From an optimization exercise on the open Yosys and OpenROAD flow, aimed at small area; shortcuts taken in it are not production practice.
Function was checked by simulation only, so behaviour that the tests miss may differ from the original.

## v15
==> flow/design.v <==
`default_nettype none
package data_mem_pkg;
  localparam int WORD_W = 32;
endpackage
`default_nettype wire
`default_nettype none
module resp_word_ram #(
  parameter int DEPTH_WORDS = 64,
  parameter int WORD_W      = 32,
  parameter int AW          = 6
) (
  input  logic              clk_i,
  input  logic              clr_ni,
  input  logic              we_i,
  input  logic [AW-1:0]     waddr_i,
  input  logic [WORD_W-1:0] wdata_i,
  input  logic              re_i,
  input  logic [11:0]       raddr_pd_i,   
  output logic [WORD_W-1:0] rdata_o
);
  logic                   phase_q;
  logic [DEPTH_WORDS-1:0] valid_q;
  logic [WORD_W-1:0]      s_q [DEPTH_WORDS];
  logic [DEPTH_WORDS-1:0] wsel;
  logic [DEPTH_WORDS-1:0] rsel;
  logic [WORD_W-1:0]      wx;
  logic [WORD_W-1:0]      acc;
  logic                   hit;
  always_comb begin
    for (int i = 0; i < DEPTH_WORDS; i++) begin
      wsel[i] = we_i && (waddr_i == AW'(i));
      rsel[i] = raddr_pd_i[i % 4] && raddr_pd_i[4 + (i / 4) % 4] && raddr_pd_i[8 + (i / 16) % 4];
    end
  end
  assign wx = wdata_i ^ {WORD_W{phase_q}};
  always_ff @(posedge clk_i or negedge clr_ni) begin
    if (!clr_ni) begin
      phase_q <= 1'b0;
      valid_q <= '0;
    end else begin
      phase_q <= ~phase_q;
      valid_q <= valid_q | wsel;
    end
  end
  for (genvar i = 0; i < DEPTH_WORDS; i++) begin : g_row
    resp_word_row #(.WORD_W(WORD_W)) u_row (
      .clk_i (clk_i),
      .we_i  (wsel[i]),
      .wen_i (~wsel[i]),
      .x_i   (wx),
      .s_o   (s_q[i])
    );
  end
  localparam int NG = (DEPTH_WORDS + 2) / 3;
  logic [3*NG-1:0] rsel_x;
  logic [NG-1:0]   grp_n [WORD_W];
  assign rsel_x = (3*NG)'(rsel);
  for (genvar b = 0; b < WORD_W; b++) begin : g_rbit
    for (genvar g = 0; g < NG; g++) begin : g_grp
      if (3*g + 2 < DEPTH_WORDS) begin : g_3
        resp_aoi222 u_aoi (
          .a0_i (rsel_x[3*g]),     .b0_i (s_q[3*g][b]),
          .a1_i (rsel_x[3*g + 1]), .b1_i (s_q[3*g + 1][b]),
          .a2_i (rsel_x[3*g + 2]), .b2_i (s_q[3*g + 2][b]),
          .y_o  (grp_n[b][g])
        );
      end else if (3*g + 1 < DEPTH_WORDS) begin : g_2
        resp_aoi22 u_aoi (
          .a0_i (rsel_x[3*g]),     .b0_i (s_q[3*g][b]),
          .a1_i (rsel_x[3*g + 1]), .b1_i (s_q[3*g + 1][b]),
          .y_o  (grp_n[b][g])
        );
      end else begin : g_1
        assign grp_n[b][g] = ~(rsel_x[3*g] & s_q[3*g][b]);
      end
    end
    assign acc[b] = ~&grp_n[b];
  end
  assign hit     = re_i && |(rsel & valid_q);
  assign rdata_o = {WORD_W{hit}} & (acc ^ {WORD_W{phase_q}});
endmodule
`default_nettype wire
`default_nettype none
module resp_word_row #(
  parameter int WORD_W = 32
) (
  input  logic              clk_i,
  input  logic              we_i,
  input  logic              wen_i,
  input  logic [WORD_W-1:0] x_i,
  output logic [WORD_W-1:0] s_o
);
  always_ff @(posedge clk_i) begin
    s_o <= ~((s_o | {WORD_W{we_i}}) & (x_i | {WORD_W{wen_i}}));
  end
endmodule
`default_nettype wire
`default_nettype none
module resp_aoi222 (
  input  logic a0_i, b0_i,
  input  logic a1_i, b1_i,
  input  logic a2_i, b2_i,
  output logic y_o
);
  assign y_o = ~((a0_i & b0_i) | (a1_i & b1_i) | (a2_i & b2_i));
endmodule
module resp_aoi22 (
  input  logic a0_i, b0_i,
  input  logic a1_i, b1_i,
  output logic y_o
);
  assign y_o = ~((a0_i & b0_i) | (a1_i & b1_i));
endmodule
`default_nettype wire
`default_nettype none
import data_mem_pkg::*;
module data_mem_responder #(
  parameter int DEPTH_WORDS = 64,
  parameter int LATENCY     = 2
) (
  input  logic        clk,
  input  logic        rst,
  input  logic        req_valid,
  output logic        req_ready,
  input  logic        req_write,
  input  logic [31:0] req_addr,
  input  logic [31:0] req_wdata,
  output logic        resp_valid,
  input  logic        resp_ready,
  output logic [31:0] resp_rdata,
  output logic        resp_err
);
  localparam int AW = (DEPTH_WORDS > 1) ? $clog2(DEPTH_WORDS) : 1;
  logic [2:0]    st_q;
  logic [11:0]   addr_pd_q;   
  logic [11:0]   addr_pd;
  logic          err_q;
  logic          ld_q;
  logic [31:0]   rdata_q;
  logic [31:0]   ram_rdata;
  logic          idle;
  logic          resp;
  logic          in_err;
  logic          wr_go;
  logic          resp_next;
  assign idle   = (st_q == 3'b000);
  always_comb begin
    for (int g = 0; g < 3; g++) begin
      for (int k = 0; k < 4; k++) begin
        addr_pd[4*g + k] = (req_addr[2 + 2*g +: 2] == 2'(k));
      end
    end
  end
  assign resp   = st_q[2];
  assign in_err = (req_addr[1:0] != 2'b00) || ({2'b00, req_addr[31:2]} >= 32'(DEPTH_WORDS));
  assign wr_go  = idle && req_valid && req_write && !in_err;
  assign resp_next = (st_q == 3'b010) || (resp && !resp_ready);
  always_ff @(posedge clk or negedge rst) begin
    if (!rst) begin
      st_q <= 3'b000;
    end else begin
      case (st_q)
        3'b000:  st_q <= req_valid ? 3'b001 : 3'b000;
        3'b001:  st_q <= 3'b011;
        3'b011:  st_q <= 3'b010;
        3'b010:  st_q <= 3'b100;
        3'b100:  st_q <= resp_ready ? 3'b000 : 3'b100;
        default: st_q <= 3'b000;
      endcase
    end
  end
  always_ff @(posedge clk or negedge rst) begin
    if (!rst) begin
      rdata_q <= '0;
    end else begin
      rdata_q <= ram_rdata;
    end
  end
  always_ff @(posedge clk) begin
    if (idle) begin
      addr_pd_q <= addr_pd;
      err_q  <= in_err;
      ld_q   <= !req_write && !in_err;
    end
  end
  resp_word_ram #(
    .DEPTH_WORDS (DEPTH_WORDS),
    .WORD_W      (WORD_W),
    .AW          (AW)
  ) u_ram (
    .clk_i   (clk),
    .clr_ni  (rst),
    .we_i    (wr_go),
    .waddr_i (req_addr[AW+1:2]),
    .wdata_i (req_wdata),
    .re_i    (resp_next && ld_q),
    .raddr_pd_i (addr_pd_q),
    .rdata_o (ram_rdata)
  );
  assign req_ready  = idle;
  assign resp_valid = resp;
  assign resp_rdata = rdata_q;
  assign resp_err   = resp && err_q;
endmodule
`default_nettype wire
clock: 5.0 ns
lec_check: 0
cap_margin: 10
cell_pad_in_sites_detail_placement: 1
core_margin: 2
core_utilization: 40
place_density: 0.5
setup_slack_margin: 0.3
slew_margin: 25
synth_hierarchical: 1
synth_minimum_keep_size: 0
standard.sh (not shown) runs the stock make flow with config.mk's settings and CLKGATE_MAP_FILE= SYNTH_SCRIPT=/design/flow/synth_recipe.tcl, a recipe that flattens the netlist after the stock synthesis.
==> flow/flow/run.sh <==
#!/bin/bash
# Standard layout with CTS and port-buffer options changed; each tool logs under orfs/logs.
set -euo pipefail
bash standard.sh "CTS_ARGS=-sink_clustering_enable -repair_clock_nets -dont_use_dummy_load -buf_list sky130_fd_sc_hd__clkbuf_8 -sink_clustering_size 14 -sink_clustering_max_diameter 45" 'BUFFER_PORTS_ARGS=-buffer_cell sky130_fd_sc_hd__buf_1' finish > standard.log 2>&1
v15: all stages complete, timing, DRC and antenna checks passed
Inputs modified between v15 and v14:
- PLACE_DENSITY changed from 0.5 to 0.55
- SETUP_SLACK_MARGIN changed from 0.3 to 0.15
==> flow/flow/run.sh <==
#!/bin/bash
# Standard layout with CTS and port-buffer options changed; each tool logs under orfs/logs.
set -euo pipefail
bash standard.sh "CTS_ARGS=-sink_clustering_enable -repair_clock_nets -dont_use_dummy_load -buf_list sky130_fd_sc_hd__clkbuf_8 -sink_clustering_size 17 -sink_clustering_max_diameter 50" 'BUFFER_PORTS_ARGS=-buffer_cell sky130_fd_sc_hd__buf_1' finish > standard.log 2>&1
==> summary.txt <==
In v14 relative to v15, cell total after placement had gone down slightly.
Taking v15 as the reference, in v14 final cell count now smaller, required arrival time at the worst endpoint now smaller.
or4_1 as the critical-path cell with the highest stage delay was reported by v15, and nand4_1 by v14.
### v14 -> v24
- PLACE_DENSITY: 0.55 -> 0.5
Findings:
- Shortest clock period the worst path allows after layout was lower in the run labelled v14.
- Data arrival at the endpoint of the critical path: higher on v24
- Delta (v24 minus v14): overall track demand over capacity in global routing went up, utilization went up.

[what the ideal ports hide]
No port has a modelled driver above. Below, the same layouts with a new extraction and two added sets of constraints.
Step 1 sets driving cells, clkbuf_16 on the clock port and buf_2 on the other inputs (assumed; they add their load-dependent delay and slew).
Step 2 adds t to the input delays and takes it off the output delays; t is the mean of the earliest and latest rising clock arrival at the registers after step 1. Input paths then give back, and output paths get back, about the clock's delay inside the block.
Slacks: ideal ports / drivers / drivers and shift; pairs: ideal ports / drivers.
| run | shift t [ns] | setup slack, ns | latest minus earliest clock arrival (ns) | slew at the worst register clock pin (ns) | cell pins on the clock port's net |
|---|---|---|---|---|---|
| v15 | 1.087 | 0.404 / 0.404 / 0.293 | 0.137 / 0.137 | 0.10 / 0.10 | 1 |
| v14 | 1.021 | 0.402 / 0.402 / 0.402 | 0.174 / 0.175 | 0.11 / 0.11 | 1 |
| v24 | 1.039 | 0.342 / 0.342 / 0.314 | 0.172 / 0.171 | 0.11 / 0.11 | 1 |
After both steps setup and hold are still met in every run listed. For v15, which loses most, drivers alone change the setup slack by 0.000 ns; drivers and shift together by -0.111 ns.
